Context: an optimization exercise on an open-source flow, tuned for small area. The choices shown serve that exercise and are no tape-out recipe.
In this exercise RTL edits were held to simulation tests only and were not proved equivalent to the original.

before:
## wb_req_arbiter
module wb_req_arbiter #(
   parameter int DATA_W  = 96,
   parameter int THR_W   = 2,
   parameter int NUM_THR = 4,
   parameter int DEPTH   = 2
) (
   input  logic               clock,
   input  logic               reset,
   input  logic               alu_req_valid,
   input  logic [DATA_W-1:0]  alu_req_info,
   input  logic [THR_W-1:0]   alu_thread_id,
   output logic               alu_req_ready,
   input  logic               mul_req_valid,
   input  logic [DATA_W-1:0]  mul_req_info,
   input  logic [THR_W-1:0]   mul_thread_id,
   output logic               mul_req_ready,
   input  logic               cache_req_valid,
   input  logic [DATA_W-1:0]  cache_req_info,
   input  logic [THR_W-1:0]   cache_thread_id,
   output logic               cache_req_ready,
   input  logic [NUM_THR-1:0] flush,
   input  logic               rob_ready,
   output logic               out_valid,
   output logic [DATA_W-1:0]  out_info,
   output logic [THR_W-1:0]   out_thread_id,
   output logic [1:0]         out_source
);
   localparam int NS = 3;
   localparam int W  = DATA_W + THR_W;    
   logic [NS-1:0]         in_valid;
   logic [NS*W-1:0]       in_word;
   logic [NS-1:0]         full, eligible, discard, take, push;
   logic [NS*W-1:0]       e0, e1;         
   logic [NS-1:0]         rd;             
   logic [NS-1:0]         rr_q;           
   logic                  out_valid_q;
   logic [W-1:0]          out_q;
   logic [1:0]            out_src_q;
   logic                  load, any_take;
   logic [NS-1:0]         g;
   assign in_valid = {cache_req_valid, mul_req_valid, alu_req_valid};
   assign in_word  = {cache_thread_id, cache_req_info,
                      mul_thread_id, mul_req_info,
                      alu_thread_id, alu_req_info};
   assign alu_req_ready   = !full[0];
   assign mul_req_ready   = !full[1];
   assign cache_req_ready = !full[2];
   assign out_valid       = out_valid_q;
   assign out_info        = out_q[DATA_W-1:0];
   assign out_thread_id   = out_q[W-1:DATA_W];
   assign out_source      = out_src_q;
   for (genvar s = 0; s < NS; s++) begin : g_src
      logic [W-1:0] m0, m1;
      logic         l0, l1;           
      logic         rd_q, ne_q, full_q;
  ...
For scale: roughly 2000 cells after synthesis, ~710 flip-flops, ~410 I/O pins, ~25000 um2 of cells after synthesis.
==> module wb_req_arbiter, before the edit <==
module wb_req_arbiter #(
   parameter int DATA_W  = 96,
   parameter int THR_W   = 2,
   parameter int NUM_THR = 4,
   parameter int DEPTH   = 2
) (
   input  logic               clock,
   input  logic               reset,
   input  logic               alu_req_valid,
   input  logic [DATA_W-1:0]  alu_req_info,
   input  logic [THR_W-1:0]   alu_thread_id,
   output logic               alu_req_ready,
   input  logic               mul_req_valid,
   input  logic [DATA_W-1:0]  mul_req_info,
   input  logic [THR_W-1:0]   mul_thread_id,
   output logic               mul_req_ready,
   input  logic               cache_req_valid,
   input  logic [DATA_W-1:0]  cache_req_info,
   input  logic [THR_W-1:0]   cache_thread_id,
   output logic               cache_req_ready,
   input  logic [NUM_THR-1:0] flush,
   input  logic               rob_ready,
   output logic               out_valid,
   output logic [DATA_W-1:0]  out_info,
   output logic [THR_W-1:0]   out_thread_id,
   output logic [1:0]         out_source
);
   localparam int NS = 3;
   localparam int W  = DATA_W + THR_W;    
   logic [NS-1:0]         in_valid;
   logic [NS*W-1:0]       in_word;
   logic [NS-1:0]         full, eligible, discard, take, push;
   logic [NS*W-1:0]       e0, e1;         
   logic [NS-1:0]         rd;             
   logic [NS-1:0]         rr_q;           
   logic                  out_valid_q;
   logic [W-1:0]          out_q;
   logic [1:0]            out_src_q;
   logic                  load, any_take;
   logic [NS-1:0]         g;
   assign in_valid = {cache_req_valid, mul_req_valid, alu_req_valid};
   assign in_word  = {cache_thread_id, cache_req_info,
                      mul_thread_id, mul_req_info,
                      alu_thread_id, alu_req_info};
   assign alu_req_ready   = !full[0];
   assign mul_req_ready   = !full[1];
   assign cache_req_ready = !full[2];
   assign out_valid       = out_valid_q;
   assign out_info        = out_q[DATA_W-1:0];
   assign out_thread_id   = out_q[W-1:DATA_W];
   assign out_source      = out_src_q;
   for (genvar s = 0; s < NS; s++) begin : g_src
      logic [W-1:0] m0, m1;
      logic         l0, l1;           
      logic         rd_q, ne_q, full_q;
      logic         wr, pop, ok0, ok1, lin, we0, we1;
      logic [W-1:0] inw, m0_d, m1_d;
      assign inw = in_word[s*W +: W];
      assign ok0 = l0 && !flush[m0[W-1:DATA_W]];
      assign ok1 = l1 && !flush[m1[W-1:DATA_W]];
      assign lin = !flush[inw[W-1:DATA_W]];
      assign eligible[s] = ne_q && (rd_q ? ok1 : ok0);
      assign discard[s]  = ne_q && !(rd_q ? l1 : l0);
      assign push[s]     = in_valid[s] && !full_q;
      assign wr          = rd_q ^ ne_q;
      assign we0         = push[s] && !wr;
      assign we1         = push[s] && wr;
      assign pop         = take[s] || discard[s];
      assign full[s]     = full_q;
      assign rd[s]       = rd_q;
      assign e0[s*W +: W] = m0;
      assign e1[s*W +: W] = m1;
      wba_hold #(.W(W)) u_h0 (.we(we0), .web(!we0), .d(inw), .q(m0), .y(m0_d));
      wba_hold #(.W(W)) u_h1 (.we(we1), .web(!we1), .d(inw), .q(m1), .y(m1_d));
      always_ff @(posedge clock) begin
         m0 <= m0_d;
         m1 <= m1_d;
         l0 <= we0 ? lin : ok0;
         l1 <= we1 ? lin : ok1;
      end
      always_ff @(posedge clock or posedge reset) begin
         if (reset) begin
            rd_q   <= 1'b0;
            ne_q   <= 1'b0;
            full_q <= 1'b0;
         end else begin
            rd_q <= rd_q ^ pop;
            if (push[s] != pop) begin
               ne_q   <= push[s] || full_q;
               full_q <= push[s] && ne_q;
            end
         end
      end
   end
   assign load = !out_valid_q || rob_ready;
   assign g[0] = eligible[0] && (rr_q[0] || (rr_q[1] && !eligible[1] && !eligible[2]) || (rr_q[2] && !eligible[2]));
   assign g[1] = eligible[1] && (rr_q[1] || (rr_q[2] && !eligible[2] && !eligible[0]) || (rr_q[0] && !eligible[0]));
   assign g[2] = eligible[2] && (rr_q[2] || (rr_q[0] && !eligible[0] && !eligible[1]) || (rr_q[1] && !eligible[1]));
   assign take     = {NS{load}} & g;
   assign any_take = |take;
   logic [W-1:0] out_d;
   wba_omux #(.W(W)) u_omux (
      .s00(take[0] && !rd[0]), .s01(take[0] && rd[0]),
      .s10(take[1] && !rd[1]), .s11(take[1] && rd[1]),
      .s20(take[2] && !rd[2]), .s21(take[2] && rd[2]),
      .sh(!load),
      .d00(e0[0*W +: W]), .d01(e1[0*W +: W]),
      .d10(e0[1*W +: W]), .d11(e1[1*W +: W]),
      .d20(e0[2*W +: W]), .d21(e1[2*W +: W]),
      .dh(out_q), .y(out_d));
   always_ff @(posedge clock) begin
      out_q     <= out_d;
      out_src_q <= load ? {take[2], take[1]} : out_src_q;
   end
   always_ff @(posedge clock or posedge reset) begin
      if (reset) begin
         rr_q        <= 3'b001;
         out_valid_q <= 1'b0;
      end else if (load) begin
         out_valid_q <= any_take;
         if (any_take) rr_q <= {take[1], take[0], take[2]};
      end else if (flush[out_q[W-1:DATA_W]]) begin
         out_valid_q <= 1'b0;
      end
   end
endmodule
clock: 5.0 ns
lec_check: 0
cap_margin: 20
core_margin: 2
core_utilization: 70
slew_margin: 20
synth_hierarchical: 1
synth_minimum_keep_size: 0
standard.sh (not shown) runs the stock make flow with config.mk's settings and CLKGATE_MAP_FILE= SYNTH_SCRIPT=/design/flow/synth_recipe.tcl, a recipe that flattens the netlist after the stock synthesis.
==> flow/flow/run.sh <==
#!/bin/bash
# Standard synthesis, then the standard layout with 1x port buffers and a
# clock tree of clkbuf_4 leaf clusters without dummy loads.
set -euo pipefail
bash standard.sh synth > synth_step.log 2>&1
bash standard.sh \
  BUFFER_PORTS_ARGS="-buffer_cell sky130_fd_sc_hd__buf_1" \
  CTS_ARGS="-sink_clustering_enable -repair_clock_nets -sink_clustering_size 10 -sink_clustering_max_diameter 40 -buf_list sky130_fd_sc_hd__clkbuf_4 -dont_use_dummy_load" \
  finish > layout_step.log 2>&1
[inputs] after vs before
-- flow/design.v --
<<< before, line 54
      logic         l0, l1;           
      logic         rd_q, ne_q, full_q;
      logic         wr, pop, ok0, ok1, lin, we0, we1;
      logic [W-1:0] inw, m0_d, m1_d;
      assign inw = in_word[s*W +: W];
      assign ok0 = l0 && !flush[m0[W-1:DATA_W]];
      assign ok1 = l1 && !flush[m1[W-1:DATA_W]];
      assign lin = !flush[inw[W-1:DATA_W]];
      assign eligible[s] = ne_q && (rd_q ? ok1 : ok0);
      assign discard[s]  = ne_q && !(rd_q ? l1 : l0);
      assign push[s]     = in_valid[s] && !full_q;
      assign wr          = rd_q ^ ne_q;
      assign we0         = push[s] && !wr;
      assign we1         = push[s] && wr;
      assign pop         = take[s] || discard[s];
      assign full[s]     = full_q;
>>> after, line 54
      logic         l0, l1;           
      logic         rd_q, ne_q, full_q;
      logic         wr, hlive, pop;
      logic [THR_W-1:0] hthr;
      logic [W-1:0] inw;
      assign inw   = in_word[s*W +: W];
      assign hlive = rd_q ? l1 : l0;
      assign hthr  = rd_q ? m1[W-1:DATA_W] : m0[W-1:DATA_W];
      assign eligible[s] = ne_q && hlive && !flush[hthr];
      assign discard[s]  = ne_q && !hlive;
      assign push[s]     = in_valid[s] && !full_q;
      assign wr          = rd_q ^ ne_q;
      assign pop         = take[s] || discard[s];
      assign full[s]     = full_q;
<<< before, line 71
      assign e0[s*W +: W] = m0;
      assign e1[s*W +: W] = m1;
      wba_hold #(.W(W)) u_h0 (.we(we0), .web(!we0), .d(inw), .q(m0), .y(m0_d));
      wba_hold #(.W(W)) u_h1 (.we(we1), .web(!we1), .d(inw), .q(m1), .y(m1_d));
>>> after, line 69
      assign e0[s*W +: W] = m0;
      assign e1[s*W +: W] = m1;
      logic we0, we1;
      assign we0 = push[s] && !wr;
      assign we1 = push[s] && wr;
      logic [W-1:0] m0_d, m1_d;
      wba_hold #(.W(W)) u_h0 (.we(we0), .web(!we0), .d(inw), .q(m0), .y(m0_d));
      wba_hold #(.W(W)) u_h1 (.we(we1), .web(!we1), .d(inw), .q(m1), .y(m1_d));
<<< before, line 76
         m0 <= m0_d;
         m1 <= m1_d;
         l0 <= we0 ? lin : ok0;
         l1 <= we1 ? lin : ok1;
      end
      always_ff @(posedge clock or posedge reset) begin
>>> after, line 78
         m0 <= m0_d;
         m1 <= m1_d;
         l0 <= we0 ? !flush[inw[W-1:DATA_W]] : (l0 && !flush[m0[W-1:DATA_W]]);
         l1 <= we1 ? !flush[inw[W-1:DATA_W]] : (l1 && !flush[m1[W-1:DATA_W]]);
      end
      always_ff @(posedge clock or posedge reset) begin
<<< before, line 86
         end else begin
            rd_q <= rd_q ^ pop;
            if (push[s] != pop) begin
               ne_q   <= push[s] || full_q;
               full_q <= push[s] && ne_q;
            end
         end
>>> after, line 88
         end else begin
            rd_q <= rd_q ^ pop;
            if (push[s] && !pop) begin
               ne_q   <= 1'b1;
               full_q <= ne_q;
            end else if (!push[s] && pop) begin
               ne_q   <= full_q;
               full_q <= 1'b0;
            end
         end
<<< before, line 104
      .s10(take[1] && !rd[1]), .s11(take[1] && rd[1]),
      .s20(take[2] && !rd[2]), .s21(take[2] && rd[2]),
      .sh(!load),
      .d00(e0[0*W +: W]), .d01(e1[0*W +: W]),
      .d10(e0[1*W +: W]), .d11(e1[1*W +: W]),
>>> after, line 109
      .s10(take[1] && !rd[1]), .s11(take[1] && rd[1]),
      .s20(take[2] && !rd[2]), .s21(take[2] && rd[2]),
      .sh(!any_take),
      .d00(e0[0*W +: W]), .d01(e1[0*W +: W]),
      .d10(e0[1*W +: W]), .d11(e1[1*W +: W]),
<<< before, line 111
   always_ff @(posedge clock) begin
      out_q     <= out_d;
      out_src_q <= load ? {take[2], take[1]} : out_src_q;
   end
   always_ff @(posedge clock or posedge reset) begin
>>> after, line 116
   always_ff @(posedge clock) begin
      out_q     <= out_d;
      out_src_q <= ({2{any_take}} & {take[2], take[1]}) | ({2{!any_take}} & out_src_q);
   end
   always_ff @(posedge clock or posedge reset) begin
Notes after the runs:
after vs. before: post-synthesis instance area went up by 140 um2, starting density of the core increased by 0.22 points relative to the old numbers, maximum number of pins on one net before global-route repair went up 26.
The critical path data arrival time reported for after is greater than that of before by 730 ps.
Taking before as the reference point, the total number of vias of after rises by 69.
Looking at adder and majority cell fraction of the synthesized area, after sits 0.15 points higher than before does.
In terms of global-route wire length before repair, before and after differ only marginally.
Of before and after, the lower final non-filler cell area belongs to before.

afterwards: timing with drivers on the ports:
Ports are ideal in the flow. The routed layouts listed here were re-timed in OpenROAD. Step 1 (the two cells are an assumption about what drives the block):
set clk [get_ports {clock}]
set_driving_cell -lib_cell sky130_fd_sc_hd__clkbuf_16 $clk
set_driving_cell -lib_cell sky130_fd_sc_hd__buf_2 [delete_from_list [all_inputs] $clk]
Step 2 times the ports against the registers' clock, not the clock port: input delays grow and output delays shrink by t, the midpoint of the rising clock arrivals with the driver on. Slacks: ideal / step 1 / step 2; pairs: ideal / step 1.
run	shift t [ns]	setup slack, ns	slew at the worst register clock pin (ns)	worst slew at a driven data input, ns
before	0.848	1.616 / 1.616 / 0.832	0.11 / 0.11	0.09
after	0.845	0.887 / 0.887 / 0.705	0.11 / 0.11	0.11
After both steps every run listed still meets setup and hold. For before, which loses most, drivers alone change the setup slack by 0.000 ns; drivers and shift together by -0.784 ns.
